This design comes from an exercise in tuning for small area, a short achievable clock period and few clock cycles on the open sky130 flow, not from production work. RTL that was checked went through simulation tests only; none was proved equivalent to the original. Power and IR drop assume default switching activity.

job 8649:
// rm_edf_tick_scheduler
module rm_edf_tick_scheduler (
  input  wire logic                          clk,
  input  wire logic                          rst_n,
  input  wire logic                          start,
  output logic                               busy,
  input  wire logic [1:0]                    in_operation,
  input  wire logic [rmedf_pkg::SLOT_W-1:0]  in_task_index,
  input  wire logic [rmedf_pkg::VAL_W-1:0]   in_period,
  input  wire logic [rmedf_pkg::VAL_W-1:0]   in_burst,
  input  wire logic [rmedf_pkg::VAL_W-1:0]   in_deadline,
  output logic                               out_valid,
  output logic                               out_kind,
  output logic [rmedf_pkg::ID_W-1:0]         out_task_id,
  output logic                               out_seg_valid,
  output logic [rmedf_pkg::ID_W-1:0]         out_seg_task,
  output logic [rmedf_pkg::OUT_W-1:0]        out_seg_start,
  output logic [rmedf_pkg::OUT_W-1:0]        out_seg_end,
  output logic [2:0]                         out_seg_tag,
  output logic                               out_trace_full,
  output logic [rmedf_pkg::OUT_W-1:0]        out_count_complete,
  output logic [rmedf_pkg::OUT_W-1:0]        out_count_lost,
  output logic [rmedf_pkg::OUT_W-1:0]        out_count_killed,
  output logic                               out_last,
  input  wire logic                          psel,
  input  wire logic                          penable,
  input  wire logic                          pwrite,
  input  wire logic [rmedf_pkg::ADDR_W-1:0]  paddr,
  input  wire logic [rmedf_pkg::DATA_W-1:0]  pwdata,
  output logic [rmedf_pkg::DATA_W-1:0]       prdata,
  output logic                               pready
);
Size in the first run: roughly 9,200 cells after synthesis, roughly 310 I/O pins, ~0.092 mm^2 of cells after synthesis.
export LEC_CHECK = 0
export CAP_MARGIN = 20
export CORE_MARGIN = 2
export CORE_UTILIZATION = 40
export SETUP_SLACK_MARGIN = 5
export SLEW_MARGIN = 20
create_clock -name core_clock -period 10.0 [get_ports {clk}]
standard.sh (not shown) runs the stock make flow with config.mk's settings and CLKGATE_MAP_FILE= SYNTH_SCRIPT=/design/flow/synth_recipe.tcl, a recipe that flattens the netlist after the stock synthesis.
==> flow/flow/run.sh <==
#!/bin/bash
set -euo pipefail
bash standard.sh SETUP_SLACK_MARGIN=6 finish > standard_make.log 2>&1
Job 8649: full flow OK, the timing, design-rule and antenna checks passed
Testbench counts of job 8649, summed over its fixed seeds: cycles 6,919.
Inputs modified between job 8649 and job 6521:
==> flow/flow/run.sh <==
#!/bin/bash
set -euo pipefail
bash standard.sh SETUP_SLACK_MARGIN=6 \
  "CTS_ARGS=-sink_clustering_enable -repair_clock_nets -buf_list sky130_fd_sc_hd__clkbuf_8 -sink_clustering_size 24 -dont_use_dummy_load" \
  finish > standard_make.log 2>&1
diff --git a/flow/config.mk b/flow/config.mk
--- a/flow/config.mk
+++ b/flow/config.mk
@@ -9,3 +9,5 @@
 export CORE_MARGIN = 2
-export CORE_UTILIZATION = 40
+export CORE_UTILIZATION = 55
+export CTS_BUF_LIST = sky130_fd_sc_hd__clkbuf_8
+export CTS_CLUSTER_SIZE = 24
 export SETUP_SLACK_MARGIN = 5
### Flow results
Relative to job 8649, the worst hold slack of job 6521 is lower by 0.010 ns.
Higher clock latency reported for the late side of the worst-skew pair was reported by job 6521, not job 8649.
Min routed via count divided by cell count across job 6521 and job 8649: job 8649
The critical path depth of job 6521 exceeds that of job 8649 by 3.
Job 6521 — post-route cell area 0.0041 mm^2 lower, job 8649 as reference
Placed cell area in job 6521 is 1.0% lower than in job 8649
Sum of net half-perimeters after detailed placement of job 6521 falls short of that of job 8649 by a few percent.
Summary: overall die area, job 6521 better than job 8649
For the time the final worst path needs with I/O delays and setup, job 6521 came in 0.051 ns higher than job 8649 did.
Slack of the critical path: job 6521 lower than job 8649

* * *

run 1:
rm_edf_tick_scheduler, a different RTL version from the one above (not shown whole).
For scale: ~1,300 flip-flops, about 310 I/O pins, ~0.080 mm² of cells after synthesis.
clock: 10.0 ns
lec_check: 0
cap_margin: 20
core_margin: 2
core_utilization: 40
setup_slack_margin: 5
slew_margin: 20
run.sh (not shown) runs the stock make flow with config.mk's settings and CLKGATE_MAP_FILE= SYNTH_SCRIPT=/design/flow/synth_recipe.tcl, a recipe that flattens the netlist after the stock synthesis.
Stock flow here: none of the scripts above is used.
Run 1: all stages complete, timing, DRC and antenna checks passed
For run 2, these inputs were changed with respect to run 1:
--- a/flow/config.mk
+++ b/flow/config.mk
@@ -10,3 +10,2 @@
 export CORE_UTILIZATION = 40
-export SETUP_SLACK_MARGIN = 5
 export SLEW_MARGIN = 20
==> comparison <==
- Summary of run 2 over run 1: transition time at the pin with the least slew margin up 0.039 ns; maximum frequency fell by 23%.
- Comparing total power consumption of the routed design for run 2 and run 1, the smaller number came from run 2.
- Run 2: done, clean on timing, DRC and antenna
- Worst setup slack: run 2 worse than run 1
- Run 2 vs run 1: routed length on met3 down
- Delta (run 2 minus run 1): CTS buffer count lost about 0.65%; fraction of final layout cells with drive strength greater than 1 lost 8.1 points.
For run 3, these inputs were changed with respect to run 2:
--- a/flow/config.mk
+++ b/flow/config.mk
@@ -7,2 +7,3 @@
 export LEC_CHECK = 0
+export ABC_CLOCK_PERIOD_IN_PS = 5000
 export CAP_MARGIN = 20
@@ -10,2 +11,3 @@
 export CORE_UTILIZATION = 40
+export SETUP_SLACK_MARGIN = 5
 export SLEW_MARGIN = 20
--- outcome ---
Run 3 ended with more global-route usage than run 2.
In run 3, the relative area of non-clock buffer cells in the final design came out 2.4 points above the value in run 2.
Routed via count (lower): run 2
Run 3 against run 2; number of placed cells counting well taps is down slightly.
Diff run 2 -> run 3: sequential standard cell area neither gained nor lost much, static leakage picked up an extra 7.9%, count of mapped cells out of synthesis neither gained nor lost much.
[compare] base=run 2 new=run 3: total design power now larger; instance area after placement now larger; routed wire length now larger.
No functional check of the RTL was part of any run of this note.

re-timing with driven ports:
The results above use ideal ports. As a check the final layouts listed here were re-extracted and re-timed, cells and wires unchanged. Step 1 assumes that a clkbuf_16 drives the clock port and a buf_2 every other input. Step 2 adds t to the input delays and takes it off the output delays; t is the mean of the earliest and latest rising clock arrival at the registers after step 1. Input paths then give back, and output paths get back, about the clock's delay inside the block. a / b / c = ideal / step 1 / step 2; a / b = the first two.
| run | t, ns | setup slack, ns | worst hold slack (ns) | latest minus earliest clock arrival (ns) |
|---|---|---|---|---|
| job 8649 | 0.930 | 5.843 / 5.752 / 5.115 | 0.471 / 0.471 / 0.471 | 0.072 / 0.071 |
| job 6521 | 1.124 | 5.792 / 5.705 / 4.922 | 0.461 / 0.461 / 0.461 | 0.100 / 0.099 |
| run 1 | 0.910 | 2.634 / 2.543 / 2.782 | 0.453 / 0.453 / 0.453 | 0.075 / 0.075 |
| run 2 | 0.899 | 0.485 / 0.398 / 0.830 | 0.450 / 0.450 / 0.450 | 0.053 / 0.053 |
| run 3 | 0.910 | 2.634 / 2.543 / 2.782 | 0.453 / 0.453 / 0.453 | 0.075 / 0.075 |
After both steps every run listed still meets setup and hold. The setup slack of job 6521, which loses most, moves by -0.087 ns with the drivers and by -0.870 ns with both steps.
